Context: an optimization exercise on an open-source flow, tuned for small area, a short achievable clock period and few clock cycles. The choices shown serve that exercise and are no tape-out recipe.
At most, simulation tests tie the RTL to the original design; equivalence was not proved.
For runs 1 to 3, only the layout was checked, not whether the RTL still works.
Power is estimated from default activity; no workload was simulated.

==> design.v <==
package battle_pkg;
    localparam int x_w      = 10;
    localparam int hp_w     = 12;
    localparam int slot_cnt = 8;
    localparam int slot_w   = 3;
    localparam int type_w   = 2;
    localparam int uhp_w    = 8;    
    localparam int dmg_w    = 8;    
    localparam int thp_w    = 9;    
    localparam int cnt_w    = 4;    
    localparam logic [x_w-1:0]   enemy_spawn_x = 10'd10;
    localparam logic [x_w-1:0]   army_spawn_x  = 10'd570;
    localparam logic [thp_w-1:0] tower_hp_init = 9'd400;
    function automatic logic [uhp_w-1:0] unit_hp(input logic [type_w-1:0] t);
        case (t)
            2'd0: unit_hp = 8'd30;
            2'd1: unit_hp = 8'd80;
            2'd2: unit_hp = 8'd50;
            default: unit_hp = 8'd150;
        endcase
    endfunction
    function automatic logic [4:0] unit_atk(input logic [type_w-1:0] t);
        case (t)
            2'd0: unit_atk = 5'd6;
            2'd1: unit_atk = 5'd12;
            2'd2: unit_atk = 5'd9;
            default: unit_atk = 5'd25;
        endcase
    endfunction
    function automatic logic [cnt_w-1:0] unit_strike(input logic [type_w-1:0] t);
        case (t)
            2'd0: unit_strike = 4'd4;
            2'd1: unit_strike = 4'd6;
            2'd2: unit_strike = 4'd5;
            default: unit_strike = 4'd8;
        endcase
    endfunction
    function automatic logic [cnt_w-1:0] unit_last(input logic [type_w-1:0] t);
        case (t)
            2'd0: unit_last = 4'd7;
            2'd1: unit_last = 4'd11;
            2'd2: unit_last = 4'd9;
            default: unit_last = 4'd15;
        endcase
    endfunction
    function automatic logic [2:0] unit_speed(input logic [type_w-1:0] t);
        case (t)
            2'd0: unit_speed = 3'd6;
            2'd1: unit_speed = 3'd3;
            2'd2: unit_speed = 3'd4;
            default: unit_speed = 3'd2;
        endcase
    endfunction
    function automatic logic [6:0] unit_range(input logic [type_w-1:0] t);
        case (t)
            2'd0: unit_range = 7'd40;
            2'd1: unit_range = 7'd20;
            2'd2: unit_range = 7'd100;
            default: unit_range = 7'd25;
        endcase
    endfunction
endpackage
`timescale 1ns/1ps
module unit_squad #(
    parameter bit side_enemy = 1'b1
) (
    input  logic                          clk_25MHz,
    input  logic                          rst,
    input  logic                          start,
    input  logic                          spawn_go,
    input  logic [battle_pkg::type_w-1:0] spawn_type,
    input  logic                          frame_go,
    input  logic                          opp_alive,      
    input  logic [battle_pkg::x_w-1:0]    opp_front_x,    
    input  logic [battle_pkg::dmg_w-1:0]  dmg_in,         
    output logic                          has_free,
    output logic                          any_alive,
    output logic [battle_pkg::slot_w:0]   alive_count,
    output logic [battle_pkg::x_w-1:0]    front_x,
    output logic [battle_pkg::dmg_w-1:0]  dmg_unit,       
    output logic [battle_pkg::dmg_w-1:0]  dmg_tower       
);
    localparam int n  = battle_pkg::slot_cnt;
    localparam int xw = battle_pkg::x_w;
    localparam logic [xw-1:0] spawn_x = side_enemy ? battle_pkg::enemy_spawn_x :
                                                     battle_pkg::army_spawn_x;
    function automatic logic ge_f(input logic [10:0] a, input logic [10:0] b);
        ge_f = 1'b1;
        for (int k = 0; k < 11; k++)
            ge_f = (a[k] & ~b[k]) | (~(~a[k] & b[k]) & ge_f);
    endfunction
    logic [n-1:0]                    alive_q;
    logic [battle_pkg::type_w-1:0]   type_q [n];
    logic [xw-1:0]                   r_q    [n];    
    logic [battle_pkg::uhp_w-1:0]    hp_q   [n];
    logic [battle_pkg::cnt_w-1:0]    c_q    [n];
    logic [battle_pkg::slot_w:0]     count_q;
    logic [xw-1:0]                   front_q;
    logic [n-1:0]                 opp_in, tower_in, strike;
    logic [xw-1:0]                r_nx   [n];
    logic [xw-1:0]                x_nx   [n];
    logic [battle_pkg::cnt_w-1:0] c_nx   [n];
    logic [4:0]                   atk    [n];
    for (genvar i = 0; i < n; i++) begin : g_step
        logic [battle_pkg::cnt_w-1:0] c;
        logic [xw-1:0] rng;
        logic go;
        assign c   = c_q[i];
        assign rng = xw'(battle_pkg::unit_range(type_q[i]));
        if (side_enemy) begin : g_e
            assign opp_in[i]   = opp_alive && ge_f(11'(r_q[i]), 11'(opp_front_x));
            assign tower_in[i] = (r_q[i] >= 10'd570);
            assign r_nx[i]     = (c == '0) && !go ?
                                 r_q[i] + xw'(battle_pkg::unit_speed(type_q[i])) : r_q[i];
            assign x_nx[i]     = r_nx[i] - rng;
        end else begin : g_a
            assign opp_in[i]   = opp_alive && ge_f(11'(opp_front_x), 11'(r_q[i]));
            assign tower_in[i] = (r_q[i] <= 10'd70);
            assign r_nx[i]     = (c == '0) && !go ?
                                 r_q[i] - xw'(battle_pkg::unit_speed(type_q[i])) : r_q[i];
            assign x_nx[i]     = r_nx[i] + rng;
        end
        assign go        = opp_in[i] || tower_in[i];
        assign strike[i] = alive_q[i] && (c == battle_pkg::unit_strike(type_q[i]));
        assign c_nx[i]   = (c == '0) ? {3'd0, go} :
                           (c == battle_pkg::unit_last(type_q[i])) ? '0 : c + 1'b1;
        assign atk[i]    = battle_pkg::unit_atk(type_q[i]);
    end
    logic [5:0] pu [4], pt [4];
    for (genvar k = 0; k < 4; k++) begin : g_pair
        logic [5:0] both;
        logic       u0, u1, t0, t1;
        assign both = 6'(atk[2*k]) + 6'(atk[2*k+1]);
        assign u0 = strike[2*k]   &&  opp_in[2*k];
        assign u1 = strike[2*k+1] &&  opp_in[2*k+1];
        assign t0 = strike[2*k]   && !opp_in[2*k];
        assign t1 = strike[2*k+1] && !opp_in[2*k+1];
        assign pu[k] = (u0 && u1) ? both : u0 ? 6'(atk[2*k]) : u1 ? 6'(atk[2*k+1]) : '0;
        assign pt[k] = (t0 && t1) ? both : t0 ? 6'(atk[2*k]) : t1 ? 6'(atk[2*k+1]) : '0;
    end
    assign dmg_unit  = (8'(pu[0]) + 8'(pu[1])) + (8'(pu[2]) + 8'(pu[3]));
    assign dmg_tower = (8'(pt[0]) + 8'(pt[1])) + (8'(pt[2]) + 8'(pt[3]));
    logic [n-1:0] beats [n];    
    logic [n-1:0] is_f, is_s;
    for (genvar i = 0; i < n; i++) begin : g_cmp
        for (genvar j = 0; j < n; j++) begin : g_j
            if (i < j) begin : g_lt
                assign beats[i][j] = side_enemy ? ge_f(11'(x_nx[i]), 11'(x_nx[j])) :
                                                  ge_f(11'(x_nx[j]), 11'(x_nx[i]));
            end else if (i > j) begin : g_gt
                assign beats[i][j] = !beats[j][i];
            end else begin : g_eq
                assign beats[i][j] = 1'b1;
            end
        end
        assign is_f[i] = alive_q[i] && &(beats[i] | ~alive_q);
        assign is_s[i] = alive_q[i] && !is_f[i] && &(beats[i] | ~alive_q | is_f);
    end
    logic [battle_pkg::uhp_w-1:0] f_hp;
    logic [xw-1:0]                f_x, s_x;
    logic [battle_pkg::uhp_w:0]   hp_left;
    logic                         kill;
    always_comb begin
        f_hp = '0;
        f_x  = '0;
        s_x  = '0;
        for (int i = 0; i < n; i++) begin
            f_hp = f_hp | (is_f[i] ? hp_q[i] : '0);
            f_x  = f_x  | (is_f[i] ? x_nx[i] : '0);
            s_x  = s_x  | (is_s[i] ? x_nx[i] : '0);
        end
        if (!(|is_f)) f_x = spawn_x;
        if (!(|is_s)) s_x = spawn_x;
    end
    assign hp_left = {1'b0, f_hp} - {1'b0, dmg_in};
    assign kill    = (|alive_q) && (hp_left[battle_pkg::uhp_w] || hp_left[battle_pkg::uhp_w-1:0] == '0);
    logic [n-1:0] free_1h;
    always_comb begin
        free_1h = '0;
        for (int i = n - 1; i >= 0; i--)
            if (!alive_q[i]) free_1h = n'(1) << i;
    end
    logic [battle_pkg::slot_w:0] count_m1;
    assign count_m1    = count_q - 1'b1;
    assign alive_count = count_q;
    assign has_free    = !count_q[battle_pkg::slot_w];
    assign any_alive   = |count_q;
    assign front_x     = front_q;
    always_ff @(posedge clk_25MHz) begin
        if (rst || start) begin
            alive_q <= '0;
            count_q <= '0;
            front_q <= spawn_x;
        end else if (frame_go) begin
            alive_q <= alive_q & ~(kill ? is_f : '0);
            if (kill) count_q <= count_m1;
            front_q <= kill ? s_x : f_x;
        end else if (spawn_go) begin
            alive_q <= alive_q | free_1h;
            count_q <= count_q + 1'b1;
        end
    end
    for (genvar i = 0; i < n; i++) begin : g_slot
        always_ff @(posedge clk_25MHz) begin
            if (spawn_go && free_1h[i]) begin
                type_q[i] <= spawn_type;
                r_q[i]    <= side_enemy ? spawn_x + xw'(battle_pkg::unit_range(spawn_type)) :
                                          spawn_x - xw'(battle_pkg::unit_range(spawn_type));
                hp_q[i]   <= battle_pkg::unit_hp(spawn_type);
                c_q[i]    <= '0;
            end else if (frame_go) begin
                r_q[i] <= r_nx[i];
                c_q[i] <= c_nx[i];
                if (is_f[i])
                    hp_q[i] <= hp_left[battle_pkg::uhp_w-1:0];
            end
        end
    end
endmodule
`timescale 1ns/1ps
module battle_referee (
    input  logic                         clk_25MHz,
    input  logic                         rst,
    input  logic                         start,
    input  logic                         frame_valid,
    input  logic                         spawn_valid,
    input  logic                         spawn_enemy,
    input  logic                         has_free_e,
    input  logic                         has_free_a,
    input  logic [battle_pkg::dmg_w-1:0] dmg_tower_e,    
    input  logic [battle_pkg::dmg_w-1:0] dmg_tower_a,    
    output logic                         frame_ready,
    output logic                         spawn_ready,
    output logic                         frame_go,
    output logic                         spawn_go_e,
    output logic                         spawn_go_a,
    output logic [battle_pkg::hp_w-1:0]  tower_hp_enemy,
    output logic [battle_pkg::hp_w-1:0]  tower_hp_army,
    output logic                         game_win,
    output logic                         game_lose
);
    logic                         run_q;    
    logic [battle_pkg::thp_w-1:0] tw_e_q, tw_a_q;
    logic [battle_pkg::thp_w-1:0] tw_e_nx, tw_a_nx;
    assign frame_ready = run_q;
    assign spawn_ready = run_q && (spawn_enemy ? has_free_e : has_free_a);
    assign frame_go    = frame_valid && run_q;
    assign spawn_go_e  = spawn_valid && spawn_enemy && run_q && has_free_e;
    assign spawn_go_a  = spawn_valid && !spawn_enemy && run_q && has_free_a;
    logic fall_e, fall_a;
    assign fall_a  = (battle_pkg::thp_w'(dmg_tower_e) >= tw_a_q);
    assign fall_e  = (battle_pkg::thp_w'(dmg_tower_a) >= tw_e_q);
    assign tw_a_nx = fall_a ? '0 : tw_a_q - battle_pkg::thp_w'(dmg_tower_e);
    assign tw_e_nx = fall_e ? '0 : tw_e_q - battle_pkg::thp_w'(dmg_tower_a);
    always_ff @(posedge clk_25MHz) begin
        if (rst) begin
            run_q     <= 1'b0;
            game_win  <= 1'b0;
            game_lose <= 1'b0;
            tw_e_q    <= '0;
            tw_a_q    <= '0;
        end else if (start) begin
            run_q     <= 1'b1;
            game_win  <= 1'b0;
            game_lose <= 1'b0;
            tw_e_q    <= battle_pkg::tower_hp_init;
            tw_a_q    <= battle_pkg::tower_hp_init;
        end else if (frame_go) begin
            tw_e_q <= tw_e_nx;
            tw_a_q <= tw_a_nx;
            if (fall_a) begin   
                game_lose <= 1'b1;
                run_q     <= 1'b0;
            end else if (fall_e) begin
                game_win <= 1'b1;
                run_q    <= 1'b0;
            end
        end
    end
    assign tower_hp_enemy = {tw_e_q, 3'b000} + {2'b00, tw_e_q, 1'b0};
    assign tower_hp_army  = {tw_a_q, 3'b000} + {2'b00, tw_a_q, 1'b0};
endmodule
`timescale 1ns/1ps
module battle_engine (
    input  logic                          clk_25MHz,
    input  logic                          rst,
    input  logic                          start,
    input  logic                          frame_valid,
    output logic                          frame_ready,
    input  logic                          spawn_valid,
    output logic                          spawn_ready,
    input  logic                          spawn_enemy,
    input  logic [battle_pkg::type_w-1:0] spawn_type,
    output logic [battle_pkg::hp_w-1:0]   tower_hp_enemy,
    output logic [battle_pkg::hp_w-1:0]   tower_hp_army,
    output logic [battle_pkg::slot_w:0]   enemy_count,
    output logic [battle_pkg::slot_w:0]   army_count,
    output logic [battle_pkg::x_w-1:0]    enemy_front_x,
    output logic [battle_pkg::x_w-1:0]    army_front_x,
    output logic                          game_win,
    output logic                          game_lose
);
    logic                           frame_go;
    logic                           spawn_go_e;
    logic                           spawn_go_a;
    logic                           has_free_e;
    logic                           has_free_a;
    logic                           alive_e;
    logic                           alive_a;
    logic [battle_pkg::dmg_w-1:0]   dmg_unit_e;
    logic [battle_pkg::dmg_w-1:0]   dmg_tower_e;
    logic [battle_pkg::dmg_w-1:0]   dmg_unit_a;
    logic [battle_pkg::dmg_w-1:0]   dmg_tower_a;
    unit_squad #(.side_enemy(1'b1)) u_enemy (
        .clk_25MHz(clk_25MHz), .rst(rst), .start(start),
        .spawn_go(spawn_go_e), .spawn_type(spawn_type), .frame_go(frame_go),
        .opp_alive(alive_a), .opp_front_x(army_front_x), .dmg_in(dmg_unit_a),
        .has_free(has_free_e), .any_alive(alive_e), .alive_count(enemy_count),
        .front_x(enemy_front_x), .dmg_unit(dmg_unit_e), .dmg_tower(dmg_tower_e)
    );
    unit_squad #(.side_enemy(1'b0)) u_army (
        .clk_25MHz(clk_25MHz), .rst(rst), .start(start),
        .spawn_go(spawn_go_a), .spawn_type(spawn_type), .frame_go(frame_go),
        .opp_alive(alive_e), .opp_front_x(enemy_front_x), .dmg_in(dmg_unit_e),
        .has_free(has_free_a), .any_alive(alive_a), .alive_count(army_count),
        .front_x(army_front_x), .dmg_unit(dmg_unit_a), .dmg_tower(dmg_tower_a)
    );
    battle_referee u_ref (
        .clk_25MHz(clk_25MHz), .rst(rst), .start(start),
        .frame_valid(frame_valid), .spawn_valid(spawn_valid), .spawn_enemy(spawn_enemy),
        .has_free_e(has_free_e), .has_free_a(has_free_a),
        .dmg_tower_e(dmg_tower_e), .dmg_tower_a(dmg_tower_a),
        .frame_ready(frame_ready), .spawn_ready(spawn_ready), .frame_go(frame_go),
        .spawn_go_e(spawn_go_e), .spawn_go_a(spawn_go_a),
        .tower_hp_enemy(tower_hp_enemy), .tower_hp_army(tower_hp_army),
        .game_win(game_win), .game_lose(game_lose)
    );
endmodule
==> run.sh <==
#!/bin/bash
# synth_recipe.tcl (not shown) runs the flow's synth.tcl, then flattens the netlist and writes it again
# the make line also repeats each setting of config.mk as NAME=value (left out here)
make -C /OpenROAD-flow-scripts/flow DESIGN_CONFIG=/design/flow/config.mk WORK_HOME=/design/flow/orfs CLKGATE_MAP_FILE= SYNTH_SCRIPT=/design/flow/synth_recipe.tcl finish
==> config.mk <==
export PLATFORM = sky130hd
export DESIGN_NAME = battle_engine
export DESIGN_NICKNAME = battle_engine
export VERILOG_FILES = /design/flow/design.v
export SDC_FILE = /design/flow/constraint.sdc
export NUM_CORES = 4
export LEC_CHECK = 0
export ABC_AREA = 1
export CAP_MARGIN = 20
export CORE_MARGIN = 2
export CORE_UTILIZATION = 40
export SETUP_SLACK_MARGIN = 5
export SLEW_MARGIN = 20
==> constraint.sdc <==
create_clock -name core_clock -period 18.0 [get_ports {clk_25MHz}]
set_input_delay 3.6000 -clock core_clock [delete_from_list [all_inputs] [get_ports {clk_25MHz}]]
set_output_delay 3.6000 -clock core_clock [all_outputs]
set_load 0.01 [all_outputs]
==> summary.md, run 1 <==
| Metric | Value |
|---|---|
| Worst Setup End Kind | flop |
| Outcome | finished clean |
| Buf/Inv on CP | 8 |
| DR vias | 63900 |
| H-tree levels | 2 |
| Design area | 61000 um^2 |
| Reg2reg path depth | 57 |
| Cell area after synthesis | 56100 um^2 |
| Clock Path Buffers | 3 |
| Setup slack, reg-to-reg | 5630 ps |
| Clock root cell | clkbuf_16 |
| Max FO, Critical Path | 12 |
| Placed Area | 58900 um^2 |
| CP most frequent cell | nand2_1 |
| Vias in the first global route | 57400 |
| Synth Flop Type | edfxtp_1 |
| Drt via density | 5.98 |
| Post-Syn Instances | 8723 |
| Die Area | 143000 um^2 |
| Worst Tran Pin Value | 1310 ps |
| FF-to-FF End | u_army.count_q[3] |
| CP Data Required Time | 18630 ps |
| Hold path cells | 2 |
| Tot Pwr | 0.00739 W |
| Hold Path Origin | u_ref.game_lose |
| Iter 0 DRT Violations | 8365 |
| Inserted Clock Buffers | 60 |
| Clk_skew | 30.9 ps |
| Final ANT Viol Nets | 0 |
| Post-synth EDFFs | 320 |
| Sequential share of the synthesized area | 0.217 |
| Worst Hold Class | flop to flop |
| Largest net degree at the start of global routing | 57 |
| Sink Count | 449 |
| Hold buffers post-CTS | 0 |
| CP arrival | 13000 ps |
| Clock transition at path regs | 60 ps |
| Reg area | 12200 um^2 |
| Layout Utilization | 0.438 |
| Placer Congestion | 1.08 |
| Peak Freq | 80.9 MHz |
| Fraction of layout cells with a size suffix above 1 | 0.0709 |
| Setup TNS | 0 ps |
| TritonCTS clock tree | done |
| Max cap viols | 0 |
| Routed wire per std cell | 26.7 um |
| Port Buffer Count | 61 |
| Rel. slew slack | 0.123 |
| DRT Pass-1 Iters | 6 |
| Leak Pwr | 30.3 nW |
| Die W | 379 um |
| Starting Density | 0.403 |
| RSZ-0062 raised after global routing | no |
| Worst Hold End | u_ref.game_lose |
| Multi-input gate area | 38200 um^2 |
| Top Ports | 64 |
| CP startpoint kind | flop |
| Area Overhead vs Synth | 8.69% |
| Endpoints failing setup | 0 |
| Worst-Skew Late Latency | 700 ps |
| Synthesis Warnings | 25 |
| CP top delay family | simple AND/OR/NAND/NOR gates |
| Core Area | 139000 um^2 |
| Std cell rows | 137 |
| Asr flop ratio synth | 0 |
| Post-synth cell types | 87 |
| GRT Util Overall | 0.385 |
| Worst path slowest cell | dfxtp_1 |
| Final Critical Period | 12370 ps |
| Worst VDD drop | 0.106 mV |
| CTS resizes | 0 |
| Dpl hpwl | 227000 um |
| First-pass GRT wire length | 405000 um |
| Die Y | 379 um |
| Yosys reg bits | 449 |
| Residual DRC count | 0 |
| Power Density | 121 nW/um^2 |
| Setup Buffers After CTS | 0 |
| Antenna violations before repair | 27 |
| Final hold violation count | 0 |
| GRT overflow | 0 |
| Syn avg cell area | 6.43 um^2 |
| Nets@finish | 9245 |
| Largest stage delay on the critical path | 1200 ps |
| Worst R2R Start | u_enemy.front_q[4] |
| Number of fill cells | 14800 |
| Crit Path Category | flop to flop |
| Drt total wl | 285000 um |
| Max Slew Vio Count | 0 |
| Tcrit/Tclk final | 0.687 |
layer usage:
layer | global-route usage | part of all wire
met1 | 0.518 | 0.41
met2 | 0.565 | 0.41
met3 | 0.0982 | 0.12
met4 | 0.200 | 0.058
met5 | 0 | 0.00066
report_power, final:
group	switching [W]	leakage (nW)	internal, W	total (W)
Combinational	0.00342	25.3	0.00123	0.00464
Sequential	0.000153	4.00	0.00126	0.00141
Clock	0.000546	1.02	0.000784	0.00133
Total	0.00411	30.3	0.00327	0.00739
logic make-up after synthesis:
group,Yosys count,share of synthesized area
fa+ha+maj,489,0.115
buf+inv,1465,0.105
simple gates,4505,0.354
flops,449,0.217
compound gates,1517,0.157
mux,7,0.00125
xor+xnor,290,0.0499
other cells,1,0.0000668
synth_stat cells, drive strengths merged (9+ instances only):
cell / instances / area (um^2)
clkinv: 32 / 126
o22ai: 205 / 1280
a22o: 13 / 114
nand3: 873 / 4550
clkbuf: 118 / 562
nor3: 54 / 338
o31ai: 13 / 126
or2: 25 / 156
fa: 44 / 881
xnor2: 55 / 497
a221oi: 34 / 298
a21o: 16 / 121
o21a: 21 / 158
o2111ai: 21 / 184
o221ai: 9 / 78.8
dfxtp: 129 / 2580
nand3b: 29 / 218
nand4: 144 / 937
a211oi: 29 / 218
and2: 16 / 100
nor4: 28 / 235
nand2: 2796 / 10900
o211ai: 31 / 238
nor2: 539 / 2400
inv: 1238 / 4680
o21ai: 604 / 3060
buf: 75 / 524
edfxtp: 320 / 9610
xor2: 235 / 2310
o21bai: 36 / 282
a31oi: 23 / 144
a21oi: 403 / 2040
ha: 442 / 5530
a22oi: 33 / 248
final cells by class:
type                            count  share of cell area
Multi-Input combinational cell   6810               0.626
Sequential cell                   449               0.200
Inverter                         1270              0.0788
Tap cell                         1876              0.0385
Clock buffer                       70              0.0259
Timing Repair Buffer              160              0.0220
Clock inverter                     43             0.00849
Antenna cell                        9            0.000369
per-stage QoR:
stage                     setup slack (ps)  hold slack [ps]  std cells
final                                 5630              449      10700
after global routing                  5260              495      10700
after CTS                             6270              454      10700
after detailed placement              6280              446      10600
after global placement                6210              439      10600
after floorplan                      10390              474       8724
cells in the final DEF, fill, tap and decap left out, types with 28 or more instances in the layout:
cell type	count
a211oi_1	29
a21oi_1	400
a221oi_1	34
a22oi_1	33
buf_4	98
clkbuf_16	61
clkdlybuf4s50_1	59
clkinv_1	46
dfxtp_1	128
edfxtp_1	320
fa_1	44
ha_1	442
inv_1	1148
inv_2	81
nand2_1	2678
nand2_2	92
nand3_1	839
nand3_2	32
nand3b_1	29
nand4_1	141
nor2_1	461
nor2_2	45
nor2_4	28
nor3_1	35
o211ai_1	30
o21ai_0	554
o21ai_1	41
o21bai_1	31
o22ai_1	205
xnor2_1	51
xor2_1	205
how the worst max path moves through the flow:
stage                  startpoint                 to  slack (ps)  depth (start not counted)
2_1_floorplan         spawn_enemy        spawn_ready       10390                          3
3_3_place_gp   u_enemy.front_q[1]  u_army.count_q[3]        6210                         59
3_5_place_dp   u_enemy.front_q[4]  u_army.count_q[3]        6280                         57
4_1_cts        u_enemy.front_q[4]  u_army.count_q[3]        6270                         57
5_1_grt        u_enemy.front_q[4]  u_army.count_q[3]        5260                         57
6_report       u_enemy.front_q[4]  u_army.count_q[3]        5630                         57
registers in the layout, indices dropped and copies added (netlist names), 10 cells and up:
| signal | flops |
|---|---|
| u_army.type_q | 16 |
| u_enemy.hp_q | 64 |
| u_army.hp_q | 64 |
| u_enemy.type_q | 16 |
| u_army.front_q | 10 |
| u_enemy.c_q | 32 |
| u_enemy.front_q | 10 |
| u_enemy.r_q | 80 |
| u_army.c_q | 32 |
| u_army.r_q | 80 |
worst register-to-register path, delay by kind of cell (launching register included):
family,cells,cell delay [ps]
adders and majority gates,2,710
and+or+nand+nor,32,4800
buffers and inverters,8,1740
DFF,1,1200
xor gates and xnor gates,2,840
AOI/OAI and AO/OA,13,3020
==> run 2: changes to the inputs <==
==> flow/run.sh (new file) <==
#!/bin/bash
set -euo pipefail
bash standard.sh SETUP_SLACK_MARGIN=9.5 finish > standard_make.log 2>&1
==> standard.sh (new file) <==
#!/bin/bash
# synth_recipe.tcl (not shown) runs the flow's synth.tcl, then flattens the netlist and writes it again
# the make line also repeats each setting of config.mk as NAME=value (left out here)
make -C /OpenROAD-flow-scripts/flow DESIGN_CONFIG=/design/flow/config.mk WORK_HOME=/design/flow/orfs CLKGATE_MAP_FILE= SYNTH_SCRIPT=/design/flow/synth_recipe.tcl "${@:-finish}"
removed: run.sh
==> run 2 against run 1 <==
Synthesized area did not move. Clock skew rose by 4.1 ps. Sequential share of layout area fell by 1.7 points. Synthesized cell count did not move. Highest routed layer unchanged. Cell area rose by 9.7%. Core utilization rose by 4.3 points. Combinational power rose by 13%. Die area did not move. Largest power group unchanged. Maximum frequency rose by 48%. Still clean.
==> summary.md, run 2 <==
| Metric | Value |
|---|---|
| Cell area after synthesis | 56100 um^2 |
| Synth top area share | 0.179 |
| Rel. slew slack | 0.127 |
| First-pass GRT wire length | 410000 um |
| Die Y | 379 um |
| Std cell rows | 137 |
| Inserted Clock Buffers | 60 |
| Clk_skew | 35.0 ps |
| CP top delay family | simple AND/OR/NAND/NOR gates |
| Synthesis Warnings | 25 |
| Reg2reg path depth | 51 |
| Reg area | 12200 um^2 |
| Die W | 379 um |
| Power Density | 119 nW/um^2 |
| DR vias | 65800 |
| WHS | 450 ps |
| Post-synth cell types | 87 |
| Dpl hpwl | 227000 um |
| Sink Count | 449 |
| Max cap viols | 0 |
| Top Ports | 64 |
| Worst R2R Start | u_enemy.front_q[6] |
| Nets@finish | 9584 |
| Critical path launch point | u_enemy.front_q[6] |
| Drt total wl | 294000 um |
| Commonest cells after routing, fill and taps aside | 2589 x nand2_1, 1102 x inv_1, 787 x nand3_1 |
| Worst Hold Class | flop to flop |
| Leak Pwr | 32.5 nW |
| Max Slew Vio Count | 0 |
| Starting Density | 0.403 |
| Clock transition at path regs | 60 ps |
| Multi-input gate area | 40900 um^2 |
| Dpl cells | 10600 |
| Sequential share of the synthesized area | 0.217 |
| Setup slack, reg-to-reg | 9660 ps |
| Syn avg cell area | 6.43 um^2 |
| Fraction of layout cells with a size suffix above 1 | 0.154 |
| Drt via density | 5.97 |
| Worst path slowest cell | ha_2 |
| Tcrit/Tclk final | 0.464 |
| Iter 0 DRT Violations | 8550 |
| Cell Count, Final, Fillers Out | 11000 |
| Hold buffers post-CTS | 0 |
| Port Buffer Count | 61 |
| Worst Tran Pin Value | 1300 ps |
| Residual DRC count | 0 |
| GRT overflow | 0 |
| Cell taking the most area after synthesis | nand2_1 |
| Placer Congestion | 1.08 |
| Worst VDD drop | 0.125 mV |
| Crit path setup slack, layout | 9660 ps |
| Final hold violation count | 0 |
| Clock Path Buffers | 3 |
| Core Area | 139000 um^2 |
| Area Overhead vs Synth | 19.3% |
| Worst slack, placed | 6280 ps |
| CP arrival | 8960 ps |
| CP Data Required Time | 18620 ps |
| GRT Util Overall | 0.391 |
| Post-Syn Instances | 8723 |
| Routed wire per std cell | 26.7 um |
| Final Critical Period | 8340 ps |
| H-tree levels | 2 |
| TritonCTS clock tree | done |
| FF-to-FF End | u_army.front_q[3] |
| Largest stage delay on the critical path | 360 ps |
| Max FO, Critical Path | 13 |
| CP most frequent cell | nand2_1 |
| Synth Flop Type | edfxtp_1 |
| Yosys reg bits | 449 |
| Antenna violations before repair | 21 |
| Worst setup path endpoint | u_army.front_q[3] |
| Outcome | finished clean |
| Most common cell after layout, fill and taps aside | nand2_1 |
| WP depth | 51 |
| Final ANT Viol Nets | 0 |
| Endpoints failing setup | 0 |
| Setup TNS | 0 ps |
| Asr flop ratio synth | 0 |
| Peak Freq | 120 MHz |
| Cell with the most instances after synthesis | nand2_1 |
| Largest registers | u_army.r_q x80, u_enemy.r_q x80 |
| Crit Path Category | flop to flop |
| RSZ-0062 raised after global routing | yes |
| Worst Setup End Kind | flop |
| Number of fill cells | 14500 |
| Die Area | 143000 um^2 |
| Post-synth EDFFs | 320 |
| Largest net degree at the start of global routing | 57 |
| Worst-Skew Late Latency | 710 ps |
| Commonest cells post-synth | 2679 x nand2_1, 1149 x inv_1, 839 x nand3_1 |
| DRT Pass-1 Iters | 7 |
| Vias in the first global route | 58600 |
| Area contributors post-synth | nand2_1 18%, edfxtp_1 17%, ha_1 9.9%, inv_1 7.7%, nand3_1 7.5% |
| Layout Utilization | 0.480 |
| CP startpoint kind | flop |
| Clock root cell | clkbuf_16 |
| Buf/Inv on CP | 10 |
[run 2: cell count changes in the layout (fill, tap and decap cells not counted), sizes merged]
cell | before | now
clkdlybuf4s50 | 59 | 58
nand2 | 2796 | 2801
clkinv | 58 | 44
clkbuf | 70 | 71
clkinvlp | 3 | 37
diode | 9 | 7
buf | 101 | 433
inv | 1241 | 1222
dlymetal6s2s | 0 | 1
[run 2: stage by stage]
stage,total power (W),area [um^2]
2_1_floorplan,0.00419,56100
3_3_place_gp,0.00583,58800
3_5_place_dp,0.00584,58900
4_1_cts,0.00733,62900
5_1_grt,0.00833,66900
6_report,0.00799,66900
[run 2: worst register-to-register path: cells and delay by family (launching register included)]
family / cells / cell delay, ps
xor+xnor: 2 / 470
simple gates: 25 / 3250
flops: 1 / 330
compound gates: 12 / 2150
fa+ha+maj: 2 / 700
buf+inv: 10 / 1370
[run 2: per-layer routing]
layer | global-route usage | vias to the layer above | wire length [um]
met3 | 0.0998 | 879 | 35800
met4 | 0.214 | 26 | 19700
met1 | 0.523 | 31000 | 118000
li1 | - | 29800 | -
met5 | 0 | - | 171
met2 | 0.571 | 4106 | 121000
[run 2: logic make-up after synthesis]
group / share of synthesized area
compound gates: 0.157
xor+xnor: 0.0499
fa+ha+maj: 0.115
buf+inv: 0.105
flops: 0.217
mux: 0.00125
other cells: 0.0000668
simple gates: 0.354
[run 2: worst min path at each step]
stage                      endpoint  cells past startpoint       startpoint  slack, ps
finish              u_ref.game_lose                      2  u_ref.game_lose        450
global route        u_ref.game_lose                      2  u_ref.game_lose        490
global placement    u_ref.game_lose                      2  u_ref.game_lose        440
floorplan           u_ref.game_lose                      2  u_ref.game_lose        470
CTS                 u_ref.game_lose                      2  u_ref.game_lose        450
detailed placement  u_ref.game_lose                      2  u_ref.game_lose        450
[run 2: report_power, final]
| group | switching (W) | leakage (nW) | internal [W] | total [W] |
|---|---|---|---|---|
| clock | 0.000548 | 1.02 | 0.000784 | 0.00133 |
| sequential | 0.000151 | 4.00 | 0.00126 | 0.00141 |
| combinational | 0.00367 | 27.5 | 0.00158 | 0.00525 |
| total | 0.00437 | 32.5 | 0.00362 | 0.00799 |
[run 2: cell type report]
| class | count | area share |
|---|---|---|
| repair buffers | 493 | 0.0635 |
| clock inverters | 43 | 0.00774 |
| repair inverters | 1 | 0.0000748 |
| flip-flops and latches | 449 | 0.183 |
| well taps | 1876 | 0.0351 |
| multi-input cells | 6815 | 0.611 |
| inverters | 1270 | 0.0765 |
| diodes | 7 | 0.000262 |
| clock buffers | 70 | 0.0236 |
[run 2: timing repair]
action,in CTS,in global routing
gates cloned,2,6
buffers inserted,112,219
gates resized for setup,230,523
setup endpoints to repair,152,54
pin swaps,29,137
==> run 3: changes to the inputs <==
--- a/design.v
+++ b/design.v
@@ -161,4 +161,5 @@
     logic [battle_pkg::uhp_w:0]   hp_left;
     logic                         kill;
+    logic [n-1:0]                 k_hit;    
     always_comb begin
         f_hp = '0;
@@ -174,5 +175,8 @@
     end
     assign hp_left = {1'b0, f_hp} - {1'b0, dmg_in};
-    assign kill    = (|alive_q) && (hp_left[battle_pkg::uhp_w] || hp_left[battle_pkg::uhp_w-1:0] == '0);
+    for (genvar i = 0; i < n; i++) begin : g_kill
+        assign k_hit[i] = (dmg_in >= hp_q[i]);
+    end
+    assign kill    = |(is_f & k_hit);
     logic [n-1:0] free_1h;
     always_comb begin
==> run.sh (new file) <==
#!/bin/bash
# synth_recipe.tcl (not shown) runs the flow's synth.tcl, then flattens the netlist and writes it again
# the make line also repeats each setting of config.mk as NAME=value (left out here)
make -C /OpenROAD-flow-scripts/flow DESIGN_CONFIG=/design/flow/config.mk WORK_HOME=/design/flow/orfs CLKGATE_MAP_FILE= SYNTH_SCRIPT=/design/flow/synth_recipe.tcl finish
removed: flow/run.sh
removed: standard.sh
==> run 3 against run 2 <==
Cell area down 4.3%. Die area rose by 5.6%. Core utilization down 4.6 points. Clock power down 8%. Maximum frequency is 16% lower. Non-clock buffer count fell by 326. Cell count increased by 1.7%. Count of clock-buffer cells in the layout grew 18. Still clean. Total power decreased by 13%. Wire length shrank 2.9%.
==> summary.md, run 3 <==
| Metric | Value |
|---|---|
| Crit Path Category | flop to flop |
| Sink Count | 449 |
| Clock transition at path regs | 70 ps |
| Setup Buffers After CTS | 0 |
| Post-synth cell types | 92 |
| Worst Hold Class | flop to flop |
| DRT Pass-1 Iters | 8 |
| Hold buffers post-CTS | 0 |
| Largest stage delay on the critical path | 1050 ps |
| Crit path setup slack, layout | 8010 ps |
| GRT Util Overall | 0.364 |
| Iter 0 DRT Violations | 8861 |
| Reg area | 12200 um^2 |
| Yosys reg bits | 449 |
| Commonest cells post-synth | 2730 x nand2_1, 1305 x inv_1, 921 x nand3_1 |
| Clock Path Buffers | 3 |
| Synthesis Warnings | 25 |
| Cell taking the most area after synthesis | nand2_1 |
| Max cap viols | 0 |
| CP arrival | 10550 ps |
| Switch share | 0.552 |
| Largest registers | u_army.r_q x80, u_enemy.r_q x80 |
| Comb power frac | 0.621 |
| Vias in the first global route | 59900 |
| Inserted Clock Buffers | 60 |
| Most common cell after layout, fill and taps aside | nand2_1 |
| Multi-input gate area | 40800 um^2 |
| Sequential share of the synthesized area | 0.206 |
| Worst Tran Pin Value | 1230 ps |
| Sw power | 0.00384 W |
| Drt total wl | 286000 um |
| Tot Pwr | 0.00696 W |
| Final Critical Period | 9990 ps |
| Synth Flop Type | edfxtp_1 |
| Final ANT Viol Nets | 0 |
| Outcome | finished clean |
| CP most frequent cell | nand2_1 |
| CTS resizes | 0 |
| Cell Count, Final, Fillers Out | 11200 |
| RSZ-0062 raised after global routing | no |
| Worst-Skew Late Latency | 720 ps |
| First-pass GRT wire length | 411000 um |
| Power Density | 109 nW/um^2 |
| Placer Congestion | 1.04 |
| H-tree levels | 2 |
| Clock network power share | 0.176 |
| Asr flop ratio synth | 0 |
| Nets@finish | 9855 |
| DR vias | 66300 |
| Endpoints failing setup | 0 |
| Post-Syn Instances | 9205 |
| Worst VDD drop | 0.0636 mV |
| Dpl cells | 11100 |
| Tcrit/Tclk final | 0.555 |
| Setup TNS | 0 ps |
| Drt via density | 5.91 |
| Antenna violations before repair | 25 |
| Port Buffer Count | 61 |
| Die Y | 389 um |
| Dpl hpwl | 229000 um |
| P_int | 0.00312 W |
| Worst path slowest cell | dfxtp_1 |
| Seq pwr share | 0.203 |
| Die Area | 151000 um^2 |
| Worst slack, placed | 8550 ps |
| Worst Setup End Kind | flop |
| Area contributors post-synth | nand2_1 17%, edfxtp_1 16%, ha_1 12%, inv_1 8.3%, nand3_1 7.8% |
| Max Slew Vio Count | 0 |
| Layout Utilization | 0.434 |
| Cell with the most instances after synthesis | nand2_1 |
| Fraction of layout cells with a size suffix above 1 | 0.0680 |
| TritonCTS clock tree | done |
| Largest net degree at the start of global routing | 49 |
| Area Overhead vs Synth | 8.09% |
| Clock root cell | clkbuf_16 |
| Starting Density | 0.402 |
| Top Ports | 64 |
| Number of fill cells | 15600 |
| Post-synth EDFFs | 320 |
| Final hold violation count | 0 |
| CP startpoint kind | flop |
| GRT overflow | 0 |
| Max FO, Critical Path | 13 |
| Std cell rows | 141 |
| Residual DRC count | 0 |
| Core Area | 147000 um^2 |
| CP Data Required Time | 18560 ps |
| Die W | 389 um |
| Clk_skew | 46.4 ps |
| Syn avg cell area | 6.44 um^2 |
| Commonest cells after routing, fill and taps aside | 2729 x nand2_1, 1304 x inv_1, 921 x nand3_1 |
| Cell area after synthesis | 59300 um^2 |
| Peak Freq | 100 MHz |
| Rel. slew slack | 0.181 |
| Routed wire per std cell | 25.5 um |
| Leak Pwr | 32.8 nW |
| Synth top area share | 0.173 |
## run 3: cell types whose count changed after synthesis, sizes merged, moves of 19 or more
cell and change:
inv +151, ha +136, nand4 -84, nand3 +76, a21oi +67, nand2 +49, o21a +30, o21ai +30
buf +29, xor2 -19
## run 3: cells by family (layout without fill, tap and decap cells)
kind of cell | after synthesis | count (layout) | synth area share
compound gates | 1642 | 1642 | 0.162
simple gates | 4571 | 4571 | 0.335
xor+xnor | 284 | 284 | 0.0479
mux | 6 | 6 | 0.00101
other cells | 1 | 7 | 0.0000633
flops | 449 | 449 | 0.206
fa+ha+maj | 628 | 628 | 0.138
buf+inv | 1624 | 1694 | 0.110
## run 3: layout make-up
class / instances / share of cell area
Tap cell: 1930 / 0.0377
Clock buffer: 88 / 0.0266
Sequential cell: 449 / 0.190
Clock inverter: 25 / 0.00350
Antenna cell: 5 / 0.000195
Multi-Input combinational cell: 7133 / 0.636
Timing Repair Buffer: 167 / 0.0221
Inverter: 1414 / 0.0834
## run 3: routing by layer
metal,track usage,vias up,share of wire
met5,0,-,0.00037
met4,0.112,16,0.034
met3,0.111,574,0.13
met2,0.514,4032,0.40
met1,0.523,31200,0.43
li1,-,30500,-
## run 3: power groups by stage
stage	sequential [W]	combinational [W]	clock (W)
finish	0.00141	0.00432	0.00123
global route	0.00143	0.00463	0.00127
CTS	0.00141	0.00411	0.00124
detailed placement	0.00143	0.00410	0
global placement	0.00143	0.00408	0
floorplan	0.00137	0.00268	0
## run 3: path summary, 6_finish.rpt
check / from / end / slack [ps] / depth (start not counted)
hold / removal: u_ref.game_lose / u_ref.game_lose / 450 / 2
hold reg to reg: u_ref.game_lose / u_ref.game_lose / 450 / 2
setup / recovery: u_enemy.front_q[0] / u_army.hp_q[1][7] / 8010 / 52
setup reg to reg: u_enemy.front_q[0] / u_army.hp_q[1][7] / 8010 / 52
## run 3: critical path, delay by kind of cell, from the launching register on
kind	cells	cell delay [ps]
and+or+nand+nor	36	4850
buffers and inverters	6	1860
AOI/OAI and AO/OA	5	610
DFF	1	1050
xor gates and xnor gates	3	890
adders and majority gates	2	550
## run 3: metrics by stage
stage                     hold slack, ps  instance area [um^2]
after global routing                 473                 64100
after floorplan                      474                 59300
after global placement               445                 62100
after CTS                            455                 64000
after detailed placement             446                 62100
final                                449                 64100
==> run 4: changes to the inputs <==
--- a/design.v
+++ b/design.v
@@ -205,5 +205,10 @@
         end
     end
+    logic [battle_pkg::uhp_w-1:0] hp_wr;
+    assign hp_wr = frame_go ? hp_left[battle_pkg::uhp_w-1:0] : battle_pkg::unit_hp(spawn_type);
     for (genvar i = 0; i < n; i++) begin : g_slot
+        always_ff @(posedge clk_25MHz)
+            if ((spawn_go && free_1h[i]) || (frame_go && is_f[i]))
+                hp_q[i] <= hp_wr;
         always_ff @(posedge clk_25MHz) begin
             if (spawn_go && free_1h[i]) begin
@@ -211,11 +216,8 @@
                 r_q[i]    <= side_enemy ? spawn_x + xw'(battle_pkg::unit_range(spawn_type)) :
                                           spawn_x - xw'(battle_pkg::unit_range(spawn_type));
-                hp_q[i]   <= battle_pkg::unit_hp(spawn_type);
                 c_q[i]    <= '0;
             end else if (frame_go) begin
                 r_q[i] <= r_nx[i];
                 c_q[i] <= c_nx[i];
-                if (is_f[i])
-                    hp_q[i] <= hp_left[battle_pkg::uhp_w-1:0];
             end
         end
==> flow/run.sh (new file) <==
#!/bin/bash
set -euo pipefail
bash standard.sh SETUP_SLACK_MARGIN=9.5 finish > standard_make.log 2>&1
==> standard.sh (new file) <==
#!/bin/bash
# synth_recipe.tcl (not shown) runs the flow's synth.tcl, then flattens the netlist and writes it again
# the make line also repeats each setting of config.mk as NAME=value (left out here)
make -C /OpenROAD-flow-scripts/flow DESIGN_CONFIG=/design/flow/config.mk WORK_HOME=/design/flow/orfs CLKGATE_MAP_FILE= SYNTH_SCRIPT=/design/flow/synth_recipe.tcl "${@:-finish}"
--- a/config.mk
+++ b/config.mk
@@ -10,4 +10,5 @@
 export CORE_MARGIN = 2
 export CORE_UTILIZATION = 40
+export CTS_BUF_LIST = sky130_fd_sc_hd__clkbuf_8
 export SETUP_SLACK_MARGIN = 5
 export SLEW_MARGIN = 20
removed: run.sh
==> run 4 against run 3 <==
Still clean on timing, DRC and antenna. Flip-flop and latch count is the same. Synthesized area shrank 1.7%. Sequential share of layout area shrank 0.13 points. Non-clock buffer count grew 66. Largest cell class unchanged. Largest power group unchanged.
==> summary.md, run 4 <==
| Metric | Value |
|---|---|
| Outcome | finished clean |
| Worst path slowest cell | dlygate4sd2_1 |
| Iter 0 DRT Violations | 8312 |
| Dpl hpwl | 219000 um |
| P_int | 0.00320 W |
| Critical path launch point | spawn_enemy |
| Asr flop ratio synth | 0 |
| Inserted Clock Buffers | 92 |
| Synthesis Warnings | 25 |
| Final ANT Viol Nets | 0 |
| Sink Count | 449 |
| Commonest cells post-synth | 2519 x nand2_1, 1300 x inv_1, 965 x nand3_1 |
| Die Area | 149000 um^2 |
| Worst Tran Pin Value | 1310 ps |
| Worst VDD drop | 0.0630 mV |
| Max FO, Critical Path | 2 |
| Area contributors post-synth | edfxtp_1 16%, nand2_1 16%, ha_1 12%, inv_1 8.4%, nand3_1 8.3% |
| Clock Path Buffers | 3 |
| Std cell rows | 140 |
| Design area | 64600 um^2 |
| Top Ports | 64 |
| CP Data Required Time | 14400 ps |
| Final hold violation count | 0 |
| Syn avg cell area | 6.48 um^2 |
| Max cap viols | 0 |
| Post-synth cell types | 79 |
| Vias in the first global route | 59100 |
| Synth top area share | 0.165 |
| Fraction of layout cells with a size suffix above 1 | 0.0904 |
| Placed Area | 61200 um^2 |
| Worst Hold Class | flop to flop |
| Worst Setup End Kind | primary output |
| Post-synth EDFFs | 320 |
| Worst path cell trace | dlygate4sd2_1 > inv_1 > nor2_1 > o21a_1 > dlygate4sd2_1 |
| TritonCTS clock tree | done |
| Nets@finish | 9776 |
| DRT Pass-1 Iters | 9 |
| Endpoints failing setup | 0 |
| Tcrit/Tclk final | 0.463 |
| Sw power | 0.00404 W |
| Largest net degree at the start of global routing | 55 |
| Port Buffer Count | 61 |
| Cell taking the most area after synthesis | edfxtp_1 |
| DR vias | 65200 |
| Synth Flop Type | edfxtp_1 |
| Worst slack, placed | 8780 ps |
| Largest registers | u_army.r_q x80, u_enemy.r_q x80 |
| Antenna violations before repair | 11 |
| CP startpoint kind | input port |
| Peak Freq | 120 MHz |
| Cell area after synthesis | 58300 um^2 |
| Commonest cells after routing, fill and taps aside | 2497 x nand2_1, 1299 x inv_1, 964 x nand3_1 |
| Seq pwr share | 0.193 |
| Crit Path Category | input port to primary output |
| Sequential share of the synthesized area | 0.209 |
| Routed wire per std cell | 25.1 um |
| Worst R2R Start | u_army.type_q[4][0] |
| Clock transition at path regs | 70 ps |
| Crit path setup slack, layout | 9670 ps |
| Max Slew Vio Count | 0 |
| Worst-Skew Late Latency | 870 ps |
| Area Overhead vs Synth | 10.9% |
| Final Critical Period | 8330 ps |
| Starting Density | 0.401 |
| Clock network power share | 0.183 |
| Power Density | 112 nW/um^2 |
| Drt total wl | 280000 um |
| GRT overflow | 0 |
| Most common cell after layout, fill and taps aside | nand2_1 |
| Leak Pwr | 32.7 nW |
| Die W | 386 um |
| First-pass GRT wire length | 401000 um |
| Largest stage delay on the critical path | 390 ps |
| Core Area | 145000 um^2 |
| Clock root cell | clkbuf_8 |
| Die Y | 386 um |
| GRT Util Overall | 0.363 |
| Hold Path Origin | u_ref.game_lose |
| Cell with the most instances after synthesis | nand2_1 |
| Comb power frac | 0.624 |
| Drt via density | 5.84 |
| CP most frequent cell | dlygate4sd2_1 |
| Clk_skew | 90.9 ps |
| Yosys reg bits | 449 |
| Post-Syn Instances | 9002 |
| Rel. slew slack | 0.127 |
| H-tree levels | 3 |
| Placer Congestion | 1.05 |
| RSZ-0062 raised after global routing | yes |
| Residual DRC count | 0 |
| CP arrival | 4730 ps |
| Setup TNS | 0 ps |
| Switch share | 0.557 |
| Layout Utilization | 0.445 |
run 4: changes by cell type after synthesis, sizes merged, moves of 15 or more:
cell   previous run  this run
buf             104        88
nand2          2845      2639
nand3           949       989
nand4            60        92
nor2            552       602
o21ai           634       572
o22ai           210       225
xnor2            68        53
xor2            216       233
run 4: final cells by class:
type / instances / area, um^2
diodes: 7 / 17.5
clock buffers: 97 / 1340
clock inverters: 77 / 827
fillers: 15300 / 80600
inverters: 1411 / 5410
multi-input cells: 6960 / 40400
flip-flops and latches: 449 / 12200
well taps: 1917 / 2400
repair buffers: 233 / 2030
run 4: path summary, 6_finish.rpt:
check | end | slack (ps) | depth (start not counted)
worst max-delay path | spawn_ready | 9670 | 5
worst min-delay path | u_ref.game_lose | 460 | 2
worst max register to register | u_enemy.front_q[0] | 9930 | 35
worst min register to register | u_ref.game_lose | 460 | 2
run 4: logic make-up (layout without fill, tap and decap cells):
family / count (synthesis) / after routing / share of synthesized area
other: 1 / 9 / 0.0000643
AO/OA/AOI/OAI: 1580 / 1580 / 0.158
XOR/XNOR: 286 / 286 / 0.0477
buffers and inverters: 1594 / 1818 / 0.109
flip-flops: 449 / 449 / 0.209
AND/OR/NAND/NOR: 4465 / 4465 / 0.336
adder cells (fa/ha/maj): 621 / 621 / 0.139
multiplexers: 6 / 6 / 0.00103
run 4: stage by stage:
stage / std cells / hold WS, ps / total power [W]
after global routing: 11100 / 492 / 0.00758
after global placement: 10900 / 440 / 0.00558
after detailed placement: 10900 / 457 / 0.00559
after floorplan: 9003 / 474 / 0.00402
after CTS: 11100 / 468 / 0.00694
final: 11200 / 458 / 0.00724
run 4: routing by layer:
layer / GRT usage / up-vias / wire [um]
met5: 0 / - / 23
met4: 0.139 / 4 / 11700
met3: 0.0926 / 630 / 33100
met2: 0.521 / 3707 / 113000
met1: 0.516 / 30600 / 122000
li1: - / 30200 / -
run 4: repair_timing:
action / CTS / global route
resized for setup: 23 / 142
endpoints found under the setup margin: 64 / 94
pin swaps: 0 / 19
cloned: 0 / 0
endpoints found under the hold margin: 0 / 0
setup buffers: 3 / 58
hold buffers: 0 / 0
run 4: power groups by stage:
stage,sequential (W),combinational [W],clock [W]
6_report,0.00140,0.00452,0.00133
4_1_cts,0.00139,0.00420,0.00135
3_5_place_dp,0.00141,0.00418,0
3_3_place_gp,0.00141,0.00417,0
2_1_floorplan,0.00135,0.00266,0
5_1_grt,0.00141,0.00479,0.00138
run 4: worst max-delay path, delay by kind of cell:
family | cells | cell delay [ps]
AOI/OAI and AO/OA | 1 | 150
and+or+nand+nor | 1 | 130
buffers and inverters | 3 | 840
Testbench counts of run 4, summed over its fixed seeds: cycles 24,292.
==> run 5: changes to the inputs <==
--- a/config.mk
+++ b/config.mk
@@ -10,5 +10,4 @@
 export CORE_MARGIN = 2
 export CORE_UTILIZATION = 40
-export CTS_BUF_LIST = sky130_fd_sc_hd__clkbuf_8
 export SETUP_SLACK_MARGIN = 5
 export SLEW_MARGIN = 20
==> run 5 against run 4 <==
Still clean on timing, DRC and antenna. Via count decreased by 0.34%. Clock skew shrank 22 ps. Maximum frequency fell by 0.22%. Largest cell class unchanged.
==> summary.md, run 5 <==
| Metric | Value |
|---|---|
| Top Ports | 64 |
| Die W | 386 um |
| Cell with the most instances after synthesis | nand2_1 |
| Routed wire per std cell | 25.2 um |
| P_int | 0.00327 W |
| GRT overflow | 0 |
| Worst-Skew Late Latency | 740 ps |
| Clock network power share | 0.188 |
| Clock Path Buffers | 3 |
| Setup TNS | 0 ps |
| Commonest cells post-synth | 2519 x nand2_1, 1300 x inv_1, 965 x nand3_1 |
| Synthesis Warnings | 25 |
| Area contributors post-synth | edfxtp_1 16%, nand2_1 16%, ha_1 12%, inv_1 8.4%, nand3_1 8.3% |
| Clk_skew | 68.5 ps |
| CP startpoint kind | input port |
| GRT Util Overall | 0.362 |
| Synth Flop Type | edfxtp_1 |
| Antenna violations before repair | 15 |
| CP top delay family | buffers and inverters |
| Post-synth EDFFs | 320 |
| Inserted Clock Buffers | 61 |
| Placed Area | 61200 um^2 |
| Yosys reg bits | 449 |
| Sw power | 0.00401 W |
| Seq pwr share | 0.192 |
| Syn avg cell area | 6.48 um^2 |
| Iter 0 DRT Violations | 8111 |
| Area Overhead vs Synth | 11.0% |
| Dpl hpwl | 219000 um |
| Largest registers | u_army.r_q x80, u_enemy.r_q x80 |
| Clock root cell | clkbuf_16 |
| Crit path setup slack, layout | 9650 ps |
| Tcrit/Tclk final | 0.464 |
| Critical path launch point | spawn_enemy |
| Final hold violation count | 0 |
| Clock transition at path regs | 60 ps |
| Max FO, Critical Path | 2 |
| Worst path slowest cell | dlygate4sd2_1 |
| Sequential share of the synthesized area | 0.209 |
| DRT Pass-1 Iters | 9 |
| Cell area after synthesis | 58300 um^2 |
| Asr flop ratio synth | 0 |
| Vias in the first global route | 58700 |
| Comb power frac | 0.621 |
| Nets@finish | 9759 |
| Drt via density | 5.85 |
| Worst VDD drop | 0.0905 mV |
| Buf/Inv on CP | 3 |
| Leak Pwr | 32.7 nW |
| H-tree levels | 2 |
| First-pass GRT wire length | 400000 um |
| Worst path cell trace | dlygate4sd2_1 > inv_1 > nor2_1 > o21a_1 > dlygate4sd2_1 |
| Largest net degree at the start of global routing | 55 |
| Worst Hold Class | flop to flop |
| Starting Density | 0.401 |
| Die Y | 386 um |
| Max cap viols | 0 |
| Post-synth cell types | 79 |
| Worst slack, placed | 8780 ps |
| CP arrival | 4750 ps |
| TritonCTS clock tree | done |
| Outcome | finished clean |
| Peak Freq | 120 MHz |
| Power Density | 112 nW/um^2 |
| Hold Path Origin | u_ref.game_lose |
| Worst Setup End Kind | primary output |
| Design area | 64700 um^2 |
| Core Area | 145000 um^2 |
| Switch share | 0.551 |
| Commonest cells after routing, fill and taps aside | 2497 x nand2_1, 1283 x inv_1, 965 x nand3_1 |
| Synth top area share | 0.165 |
| Max Slew Vio Count | 0 |
| CP most frequent cell | dlygate4sd2_1 |
| Die Area | 149000 um^2 |
| RSZ-0062 raised after global routing | yes |
| Worst R2R Start | u_enemy.front_q[8] |
| Crit Path Category | input port to primary output |
| Worst Tran Pin Value | 1290 ps |
| Most common cell after layout, fill and taps aside | nand2_1 |
| Endpoints failing setup | 0 |
| DR vias | 64900 |
| Port Buffer Count | 61 |
| CP Data Required Time | 14400 ps |
| Fraction of layout cells with a size suffix above 1 | 0.0873 |
| Sink Count | 449 |
| Residual DRC count | 0 |
| Rel. slew slack | 0.132 |
| Final Critical Period | 8350 ps |
| Post-Syn Instances | 9002 |
| Largest stage delay on the critical path | 400 ps |
| Final ANT Viol Nets | 0 |
| Drt total wl | 279000 um |
| Cell taking the most area after synthesis | edfxtp_1 |
| Placer Congestion | 1.05 |
| Std cell rows | 140 |
[run 5: cell counts after synthesis]
No cell type changed its count.
[run 5: layer usage]
| layer | vias to the layer above | global-route usage | wire length, um |
|---|---|---|---|
| met5 | - | 0 | 101 |
| met4 | 14 | 0.120 | 10600 |
| li1 | 30200 | - | - |
| met1 | 30600 | 0.517 | 122000 |
| met2 | 3609 | 0.526 | 113000 |
| met3 | 587 | 0.0925 | 33100 |
[run 5: final timing paths]
kind | endpoint | slack [ps] | cells past startpoint
max | spawn_ready | 9650 | 5
min | u_ref.game_lose | 460 | 2
max reg2reg | u_army.hp_q[5][6] | 9860 | 45
min reg2reg | u_ref.game_lose | 460 | 2
[run 5: worst reg2reg max path, delay by kind of cell, from the launching register on]
kind            cells  cell delay (ps)
fa+ha+maj           3              920
simple gates       28             3890
flops               1              730
compound gates      7             1280
buf+inv             7              900
[run 5: power groups by stage]
stage / logic, W / clock network (W) / registers [W]
5_1_grt: 0.00479 / 0.00141 / 0.00141
2_1_floorplan: 0.00266 / 0 / 0.00135
6_report: 0.00452 / 0.00137 / 0.00140
3_3_place_gp: 0.00417 / 0 / 0.00141
3_5_place_dp: 0.00418 / 0 / 0.00141
4_1_cts: 0.00420 / 0.00137 / 0.00139
[run 5: cells by family (layout without fill, tap and decap cells)]
logic type	after synthesis	count (layout)	share of synthesized area
XOR/XNOR	286	286	0.0477
buffers and inverters	1594	1774	0.109
other	1	3	0.0000643
adder cells (fa/ha/maj)	621	621	0.139
AO/OA/AOI/OAI	1580	1580	0.158
AND/OR/NAND/NOR	4465	4465	0.336
multiplexers	6	6	0.00103
flip-flops	449	449	0.209
[run 5: metrics by stage]
step / hold slack [ps] / utilization / power, W / cells
after floorplan: 474 / - / 0.00402 / 9003
after global placement: 440 / 0.421 / 0.00558 / 10900
after detailed placement: 457 / 0.421 / 0.00559 / 10900
after CTS: 468 / 0.437 / 0.00696 / 11000
after global routing: 491 / 0.446 / 0.00761 / 11100
final: 457 / 0.446 / 0.00728 / 11100
[run 5: what timing repair did]
| action | 4_1_cts | 5_1_grt |
|---|---|---|
| setup endpoints to repair | 57 | 88 |
| resized for setup | 22 | 148 |
| buffers inserted | 3 | 72 |
| hold buffers | 0 | 0 |
| hold endpoints to repair | 0 | 0 |
| pin swaps | 0 | 20 |
[run 5: cell type report]
| cell class | instances | area (um^2) |
|---|---|---|
| clock buffers | 76 | 1690 |
| fillers | 15300 | 80500 |
| diodes | 1 | 2.50 |
| flip-flops and latches | 449 | 12200 |
| well taps | 1917 | 2400 |
| repair buffers | 247 | 2100 |
| multi-input cells | 6960 | 40400 |
| clock inverters | 40 | 493 |
| inverters | 1411 | 5420 |
==> run 6: changes to the inputs <==
--- a/design.v
+++ b/design.v
@@ -90,4 +90,28 @@
             ge_f = (a[k] & ~b[k]) | (~(~a[k] & b[k]) & ge_f);
     endfunction
+    function automatic logic [5:0] pair_atk(input logic [1:0] ta, input logic [1:0] tb);
+        case ({ta, tb})
+            4'h0: pair_atk = 6'd12;  4'h1: pair_atk = 6'd18;  4'h2: pair_atk = 6'd15;  4'h3: pair_atk = 6'd31;
+            4'h4: pair_atk = 6'd18;  4'h5: pair_atk = 6'd24;  4'h6: pair_atk = 6'd21;  4'h7: pair_atk = 6'd37;
+            4'h8: pair_atk = 6'd15;  4'h9: pair_atk = 6'd21;  4'ha: pair_atk = 6'd18;  4'hb: pair_atk = 6'd34;
+            default: pair_atk = (tb == 2'd0) ? 6'd31 : (tb == 2'd1) ? 6'd37 : (tb == 2'd2) ? 6'd34 : 6'd50;
+        endcase
+    endfunction
+    function automatic logic [9:0] spawn_r(input logic [1:0] t);
+        if (side_enemy)
+            case (t)
+                2'd0: spawn_r = 10'd50;
+                2'd1: spawn_r = 10'd30;
+                2'd2: spawn_r = 10'd110;
+                default: spawn_r = 10'd35;
+            endcase
+        else
+            case (t)
+                2'd0: spawn_r = 10'd530;
+                2'd1: spawn_r = 10'd550;
+                2'd2: spawn_r = 10'd470;
+                default: spawn_r = 10'd545;
+            endcase
+    endfunction
     logic [n-1:0]                    alive_q;
     logic [battle_pkg::type_w-1:0]   type_q [n];
@@ -131,5 +155,5 @@
         logic [5:0] both;
         logic       u0, u1, t0, t1;
-        assign both = 6'(atk[2*k]) + 6'(atk[2*k+1]);
+        assign both = pair_atk(type_q[2*k], type_q[2*k+1]);
         assign u0 = strike[2*k]   &&  opp_in[2*k];
         assign u1 = strike[2*k+1] &&  opp_in[2*k+1];
@@ -176,5 +200,5 @@
     assign hp_left = {1'b0, f_hp} - {1'b0, dmg_in};
     for (genvar i = 0; i < n; i++) begin : g_kill
-        assign k_hit[i] = (dmg_in >= hp_q[i]);
+        assign k_hit[i] = ge_f(11'(dmg_in), 11'(hp_q[i]));
     end
     assign kill    = |(is_f & k_hit);
@@ -214,6 +238,5 @@
             if (spawn_go && free_1h[i]) begin
                 type_q[i] <= spawn_type;
-                r_q[i]    <= side_enemy ? spawn_x + xw'(battle_pkg::unit_range(spawn_type)) :
-                                          spawn_x - xw'(battle_pkg::unit_range(spawn_type));
+                r_q[i]    <= spawn_r(spawn_type);
                 c_q[i]    <= '0;
             end else if (frame_go) begin
==> run 6 against run 5 <==
Flip-flop and latch count did not move. Maximum frequency rose by 0.64%. Global-route usage rose by 2.2 points. Count of clock-buffer cells in the layout fell by 11. Wire length rose by 4.2%. Clock power fell by 9%. Critical endpoint is now u_enemy.front_q[0]. Worst hold slack improved by 5.7 ps. Cell area fell by 2.5%. Critical path depth rose by 26. Register-to-register slack got worse by 160 ps. Largest cell class unchanged. Sequential share of layout area rose by 0.49 points.
==> summary.md, run 6 <==
| Metric | Value |
|---|---|
| Power Density | 116 nW/um^2 |
| Tcrit/Tclk final | 0.461 |
| Design area | 63100 um^2 |
| Setup TNS | 0 ps |
| Syn avg cell area | 6.37 um^2 |
| Cell taking the most area after synthesis | nand2_1 |
| Port Buffer Count | 61 |
| Worst VDD drop | 0.0818 mV |
| FF-to-FF End | u_enemy.front_q[0] |
| Setup slack, reg-to-reg | 9700 ps |
| Largest net degree at the start of global routing | 50 |
| CP Data Required Time | 18590 ps |
| WHS | 463 ps |
| Worst-Skew Late Latency | 720 ps |
| Worst path slowest cell | dfxtp_1 |
| DR vias | 65000 |
| Final ANT Viol Nets | 0 |
| Rel. slew slack | 0.174 |
| TritonCTS clock tree | done |
| Clk_skew | 30.7 ps |
| Antenna violations before repair | 10 |
| Critical path launch point | u_army.alive_q[2] |
| Final hold violation count | 0 |
| Cell area after synthesis | 56400 um^2 |
| Peak Freq | 121 MHz |
| Starting Density | 0.404 |
| Area contributors post-synth | nand2_1 18%, edfxtp_1 17%, ha_1 9.2%, nand3_1 7.9%, inv_1 7.5% |
| CP startpoint kind | flop |
| Cell with the most instances after synthesis | nand2_1 |
| Most common cell after layout, fill and taps aside | nand2_1 |
| Synthesis Warnings | 25 |
| Clock Path Buffers | 3 |
| Core Area | 140000 um^2 |
| Largest registers | u_army.r_q x80, u_enemy.r_q x80 |
| Endpoints failing setup | 0 |
| RSZ-0062 raised after global routing | no |
| CP most frequent cell | a21oi_1 |
| GRT overflow | 0 |
| Worst slack, placed | 9000 ps |
| Inserted Clock Buffers | 57 |
| Drt total wl | 291000 um |
| Placer Congestion | 1.04 |
| Clock root cell | clkbuf_16 |
| CP arrival | 8890 ps |
| Post-Syn Instances | 8858 |
| Sink Count | 449 |
| Drt via density | 5.96 |
| Final Critical Period | 8300 ps |
| Yosys reg bits | 449 |
| Worst Tran Pin Value | 1240 ps |
| First-pass GRT wire length | 411000 um |
| Clock transition at path regs | 60 ps |
| Sequential share of the synthesized area | 0.216 |
| Largest stage delay on the critical path | 730 ps |
| Commonest cells post-synth | 2639 x nand2_1, 1132 x inv_1, 888 x nand3_1 |
| Die Area | 144000 um^2 |
| Layout Utilization | 0.452 |
| Post-synth cell types | 91 |
| GRT Util Overall | 0.384 |
| Placed Area | 59400 um^2 |
| Worst Setup End Kind | flop |
| Dpl hpwl | 229000 um |
| DRT Pass-1 Iters | 6 |
| Nets@finish | 9452 |
| Area Overhead vs Synth | 11.9% |
| Crit Path Category | flop to flop |
| Synth Flop Type | edfxtp_1 |
| Max cap viols | 0 |
| Outcome | finished clean |
| Commonest cells after routing, fill and taps aside | 2611 x nand2_1, 1106 x inv_1, 883 x nand3_1 |
| Worst setup path endpoint | u_enemy.front_q[0] |
| Iter 0 DRT Violations | 9185 |
| Post-synth EDFFs | 320 |
| Fraction of layout cells with a size suffix above 1 | 0.101 |
| Top Ports | 64 |
| H-tree levels | 2 |
| Std cell rows | 137 |
| Max Slew Vio Count | 0 |
| Routed wire per std cell | 26.6 um |
| Leak Pwr | 30.8 nW |
| Synth top area share | 0.176 |
| Worst Hold Class | flop to flop |
| Vias in the first global route | 58700 |
| Reg2reg path depth | 31 |
| Die W | 380 um |
| Max FO, Critical Path | 17 |
| Asr flop ratio synth | 0 |
| Die Y | 380 um |
| Crit path setup slack, layout | 9700 ps |
| Worst R2R Start | u_army.alive_q[2] |
| Residual DRC count | 0 |
## run 6: worst min-delay path by stage
stage	slack, ps	end	cells past startpoint	startpoint
after global placement	440	u_ref.game_lose	2	u_ref.game_lose
after CTS	460	u_ref.game_lose	2	u_ref.game_lose
after global routing	500	u_ref.game_lose	2	u_ref.game_lose
after detailed placement	450	u_ref.game_lose	2	u_ref.game_lose
after floorplan	470	u_ref.game_lose	2	u_ref.game_lose
final	460	u_ref.game_lose	2	u_ref.game_lose
## run 6: cells by family (layout without fill, tap and decap cells)
| group | Yosys count | count (layout) | synth area share |
|---|---|---|---|
| simple gates | 4557 | 4558 | 0.357 |
| flops | 449 | 449 | 0.216 |
| fa+ha+maj | 461 | 461 | 0.107 |
| mux | 2 | 2 | 0.000355 |
| compound gates | 1671 | 1671 | 0.173 |
| other cells | 1 | 4 | 0.0000665 |
| xor+xnor | 251 | 251 | 0.0456 |
| buf+inv | 1466 | 1647 | 0.102 |
## run 6: per-stage QoR
stage / std cells / total power, W
floorplan: 8859 / 0.00408
global placement: 10700 / 0.00573
detailed placement: 10700 / 0.00573
CTS: 10800 / 0.00700
global route: 10900 / 0.00766
finish: 10900 / 0.00734
## run 6: power breakdown
group	total, W	internal, W	leakage, nW	switching, W
combinational	0.00469	0.00126	25.9	0.00343
sequential	0.00139	0.00125	4.00	0.000149
clock	0.00125	0.000723	0.952	0.000532
## run 6: routing by layer
layer	vias to the layer above	part of all wire	global-route usage
li1	29900	-	-
met1	30800	0.43	0.537
met2	3701	0.41	0.558
met3	628	0.11	0.0837
met4	8	0.053	0.178
met5	-	0.00019	0
## run 6: worst max-delay path, delay by kind of cell (launching register included)
| kind | cells | cell delay [ps] |
|---|---|---|
| and+or+nand+nor | 10 | 1840 |
| adders and majority gates | 5 | 1800 |
| AOI/OAI and AO/OA | 10 | 1770 |
| buffers and inverters | 5 | 1440 |
| DFF | 1 | 730 |
| xor gates and xnor gates | 1 | 550 |
## run 6: area by class of cell
class / count / area [um^2]
Sequential cell: 449 / 12200
Tap cell: 1876 / 2350
Clock buffer: 65 / 1460
Antenna cell: 2 / 5.00
Clock inverter: 41 / 502
Multi-Input combinational cell: 6945 / 39300
Timing Repair Buffer: 276 / 2390
Fill cell: 14800 / 76600
Inverter: 1265 / 4910
## run 6: timing repair
| item | in CTS | in global routing |
|---|---|---|
| pin swaps | 1 | 22 |
| gates cloned | 0 | 1 |
| buffers inserted | 4 | 87 |
| hold buffers | 0 | 0 |
| gates resized for setup | 31 | 195 |
| setup endpoints to repair | 73 | 114 |
Testbench counts of run 6, summed over its fixed seeds: cycles 24,292.

==> re-timing with driven ports <==
No port has a modelled driver above. Below, the same layouts with a new extraction and two added sets of constraints. Step 1 (the two cells are an assumption about what drives the block):
set clk [get_ports {clk_25MHz}]
set_driving_cell -lib_cell sky130_fd_sc_hd__clkbuf_16 $clk
set_driving_cell -lib_cell sky130_fd_sc_hd__buf_2 [delete_from_list [all_inputs] $clk]
Step 2 adds t to the input delays and takes it off the output delays; t is the mean of the earliest and latest rising clock arrival at the registers after step 1. Input paths then give back, and output paths get back, about the clock's delay inside the block. a / b / c = ideal / step 1 / step 2; a / b = the first two.
| run | t (ns) | setup WS [ns] | worst setup path at the end | latest minus earliest clock arrival (ns) | worst slew at a driven data input, ns |
|---|---|---|---|---|---|
| run 1 | 0.767 | 5.632 / 5.632 / 5.632 | register to register | 0.032 / 0.032 | 0.05 |
| run 2 | 0.772 | 9.655 / 9.655 / 9.655 | register to register | 0.035 / 0.035 | 0.06 |
| run 3 | 0.770 | 8.009 / 8.009 / 8.009 | register to register | 0.047 / 0.047 | 0.03 |
| run 4 | 0.912 | 9.669 / 9.632 / 9.632 | input to output | 0.093 / 0.093 | 0.09 |
| run 5 | 0.791 | 9.650 / 9.612 / 9.612 | input to output | 0.069 / 0.069 | 0.09 |
| run 6 | 0.792 | 9.703 / 9.703 / 9.703 | register to register | 0.031 / 0.031 | 0.04 |
After both steps every run listed still meets setup and hold. The setup slack of run 5, which loses most, moves by -0.038 ns with the drivers and by -0.038 ns with both steps.
